This is an optimization exercise on Yosys and OpenROAD, whose aim is small area, a short achievable clock period and few clock cycles per item, not a production implementation.
RTL that was checked went through simulation tests only; none was proved equivalent to the original.
No activity file was given, so power comes from the tool's default toggle rates.

## accum_drain_scheduler
module accum_drain_scheduler
#(
  parameter int DW        = 16,
  parameter int NUM_COLS  = 16,
  parameter int HAZ_DEPTH = ACC_PIPE_DEPTH
) (
  input  logic                       clk,
  input  logic                       rst_n,
  input  logic                       vec_valid,
  output logic                       vec_ready,
  input  logic [NUM_COLS*DW-1:0]     vec_flat,
  input  logic [NUM_COLS-1:0]        cmap,
  input  logic [NUM_COLS*OMAP_W-1:0] omap_flat,
  output logic [DW-1:0]              partial_out,
  output logic [3:0]                 col_id,
  output logic                       partial_valid,
  output logic [NUM_COLS-1:0]        cmap_out,
  output logic [NUM_COLS*OMAP_W-1:0] omap_out,
  output logic                       busy,
  output logic                       done,
  output logic [15:0]                stall_cnt
);
For scale: roughly 2500 cells after synthesis, roughly 680 flip-flops, roughly 780 I/O pins, ~28000 µm² of cells after synthesis.
clock: 6.0 ns
lec_check: 0
abc_clock_period_in_ps: 2500
cap_margin: 20
core_margin: 2
core_utilization: 40
setup_slack_margin: 3.5
slew_margin: 20
standard.sh (not shown) runs the stock make flow with config.mk's settings and CLKGATE_MAP_FILE= SYNTH_SCRIPT=/design/flow/synth_recipe.tcl, a recipe that flattens the netlist after the stock synthesis.
==> flow/flow/run.sh <==
#!/bin/bash
# Standard layout, but the port buffers are the platform's smallest buffer instead of the
# delay buffer buffer_ports picks by default; repair still resizes any that need it.
set -euo pipefail
cd "$(dirname "$0")/.."
bash standard.sh BUFFER_PORTS_ARGS="-buffer_cell sky130_fd_sc_hd__buf_1" finish > run_standard.log 2>&1
The starting point produced a clean layout.
Rerun with:
--- a/flow/design.v
+++ b/flow/design.v
@@ -79,44 +79,38 @@
     r = '0;
     seen = 1'b0;
     for (int i = 0; i < NC; i++) begin
       r[i] = m[i] & ~seen;
       seen = seen | m[i];
     end
     lowest = r;
   endfunction
-  function automatic logic [NC-1:0] rr_next(input logic [NC-1:0] p, input logic [NC-1:0] s);
-    logic [NC-1:0]   above;
-    logic [2*NC-1:0] l;
-    logic            seen;
+  function automatic logic [NC-1:0] pre(input logic [NC-1:0] m);
+    logic [NC-1:0] r;
+    logic          seen;
     seen = 1'b0;
     for (int i = 0; i < NC; i++) begin
-      above[i] = seen;
-      seen = seen | p[i];
-    end
-    l = '0;
-    seen = 1'b0;
-    for (int i = 0; i < 2*NC; i++) begin
-      l[i] = ((i < NC) ? (s[i] & above[i]) : s[i-NC]) & ~seen;
-      seen = seen | l[i];
-    end
-    rr_next = l[NC-1:0] | l[2*NC-1:NC];
+      r[i] = seen;
+      seen = seen | m[i];
+    end
+    pre = r;
   endfunction
   function automatic logic [3:0] enc(input logic [NC-1:0] oh);
     logic [3:0] r;
     r = '0;
     for (int i = 0; i < NC; i++) if (oh[i]) r = r | 4'(i);
     enc = r;
   endfunction
   logic [NC*DW-1:0]     vec_q;
   logic [NC-1:0]        cmap_q;
   logic [NC*OMAP_W-1:0] omap_q;
   logic [NC-1:0]        pend_q, pend_d;    
   logic [NC-1:0]        nx_q, nx_d;        
+  logic [NC-1:0]        nx_ab_q, nx_ab_d;  
   logic                 p_any, p_any_d;    
   logic                 c_v_q, c_v_d;
   logic                 c_old_q, c_old_d;  
   logic [3:0]           c_col_q, c_col_d;
   logic [TGT_W-1:0]     c_tgt_q, c_tgt_d;
   logic                 ready_q, ready_d;
   logic                 busy_q, busy_d;
   logic                 zpend_q, zpend_d;
@@ -150,70 +144,84 @@
     end
     in_zero = (in_oh_q == '0);
     in_nx   = lowest(cmap & ~in_oh_q);
     in_rest = ((cmap & ~in_oh_q) != '0);
   end
   always_ff @(posedge clk) begin
     in_oh_q <= lowest(cmap);
   end
-  logic [NC-1:0]    c_oh, n2;
+  logic [NC-1:0]    c_oh, n2, n2_ab, c_ab, p_rest, p_hi;
   logic [TGT_W-1:0] nx_tgt;
   logic [DW-1:0]    c_dat;
   logic             n2_any;
   always_comb begin
     for (int i = 0; i < NC; i++) c_oh[i] = (c_col_q == 4'(i));
     nx_tgt = '0;
     c_dat  = '0;
     for (int i = 0; i < NC; i++) begin
       nx_tgt = nx_tgt | ({TGT_W{nx_q[i]}} & tgt_of(omap_q[i*OMAP_W +: OMAP_W]));
       c_dat  = c_dat  | ({DW{c_oh[i]}} & vec_q[i*DW +: DW]);
     end
     n2_any = ((pend_q & ~nx_q) != '0);
-    n2     = rr_next(nx_q, pend_q & ~nx_q);
+    p_rest = pend_q & ~nx_q;
+    p_hi   = p_rest & nx_ab_q;
+    if (p_hi != '0) begin
+      n2    = lowest(p_hi);
+      n2_ab = pre(p_hi);
+    end else begin
+      n2    = lowest(p_rest);
+      n2_ab = pre(p_rest);
+    end
+    for (int i = 0; i < NC; i++) c_ab[i] = (4'(i) > c_col_q);
   end
   logic c_free, take, last_fire, zins;
   always_comb begin
     c_free    = ~c_v_q | fire;
     take      = p_any & (fire | (c_v_q & ~c_old_q & hit_young));
     last_fire = fire & (c_old_q | ~p_any);
     c_v_d   = c_v_q;
     c_old_d = c_old_q;
     c_col_d = c_col_q;
     c_tgt_d = c_tgt_q;
     pend_d  = pend_q;
     nx_d    = nx_q;
+    nx_ab_d = nx_ab_q;
     p_any_d = p_any;
     if (accept) begin
       if (!c_free) begin
         c_old_d = 1'b1;
         pend_d  = cmap;
         nx_d    = in_oh_q;
+        nx_ab_d = pre(in_oh_q);
         p_any_d = ~in_zero;
       end else begin
         c_v_d   = ~in_zero;
         c_old_d = 1'b0;
         c_col_d = enc(in_oh_q);
         c_tgt_d = in_tgt;
         pend_d  = cmap & ~in_oh_q;
         nx_d    = in_nx;
+        nx_ab_d = pre(cmap & ~in_oh_q);
         p_any_d = in_rest;
       end
     end else if (take) begin
       c_v_d   = 1'b1;
       c_old_d = 1'b0;
       c_col_d = enc(nx_q);
       c_tgt_d = nx_tgt;
       if (fire) begin
         pend_d  = pend_q & ~nx_q;
         nx_d    = n2;
+        nx_ab_d = n2_ab;
         p_any_d = n2_any;
       end else begin
         pend_d = (pend_q & ~nx_q) | c_oh;
-        nx_d   = n2_any ? n2 : c_oh;
+        nx_d    = n2_any ? n2 : c_oh;
+        nx_ab_d = n2_any ? n2_ab : c_ab;
       end
     end else if (fire) begin
       c_v_d   = 1'b0;
       c_old_d = 1'b0;
     end
     zins    = (accept & in_zero & ~c_v_q) | (zpend_q & ~c_v_q);
     zpend_d = zpend_q ? c_v_q : (accept & in_zero & c_v_q);
     tok_d   = {tok_q[5:0], last_fire | zins};
@@ -231,29 +239,31 @@
   end
   always_ff @(posedge clk) begin
     if (accept) vec_q <= vec_flat;
   end
   always_ff @(posedge clk or negedge rst_n) begin
     if (!rst_n) begin
       pend_q  <= '0;
       nx_q    <= '0;
+      nx_ab_q <= '0;
       p_any   <= 1'b0;
       c_v_q   <= 1'b0;
       c_old_q <= 1'b0;
       ready_q <= 1'b0;
       busy_q  <= 1'b0;
       zpend_q <= 1'b0;
       tok_q   <= '0;
       done_q  <= 1'b0;
       pv_q    <= 1'b0;
       stall_q <= '0;
     end else begin
       pend_q  <= pend_d;
       nx_q    <= nx_d;
+      nx_ab_q <= nx_ab_d;
       p_any   <= p_any_d;
       c_v_q   <= c_v_d;
       c_old_q <= c_old_d;
       ready_q <= ready_d;
       busy_q  <= busy_d;
       zpend_q <= zpend_d;
       tok_q   <= tok_d;
       done_q  <= tok_q[6];
Wire length climbs slightly.
Final area goes up by a few percent.
Clock power goes up by a few percent.
Count of clock-buffer cells in the layout stays the same.
Sequential share of layout area decreases by 0.26 points.
First-iteration DRC count came out higher by about a fifth.
Area after synthesis went up by a few percent.
Synthesized cell count rises by a few percent.
Maximum frequency grows by about a fifth.
Global-route usage goes down by 1.1 points.
Testbench counts after the change, summed over its fixed seeds: cycles 76,207, items 3,200.
Function not checked in the first run of this note: the RTL went through the layout flow alone.

re-timing with driven ports:
The flow's constraints put no driver on any port. The routed layouts listed below were extracted and timed again, unchanged, in two steps.
Step 1 sets driving cells, clkbuf_16 on the clock port and buf_2 on the other inputs (assumed; they add their load-dependent delay and slew).
Step 2 moves the port delays by t, midway between the first and last clock arrival at a register: inputs arrive t later, outputs are due t later. That takes back most of the time a late clock gives input paths.
Slacks: ideal ports / drivers / drivers and shift; pairs: ideal ports / drivers.
| run | t (ns) | setup slack, ns | worst slew at a driven data input, ns |
|---|---|---|---|
| the first run | 0.705 | 2.802 / 2.802 / 2.674 | 0.15 |
| the second run | 0.718 | 3.235 / 3.235 / 2.651 | 0.19 |
After both steps setup and hold are still met in every run listed. The setup slack of the second run, which loses most, moves by 0.000 ns with the drivers and by -0.584 ns with both steps.
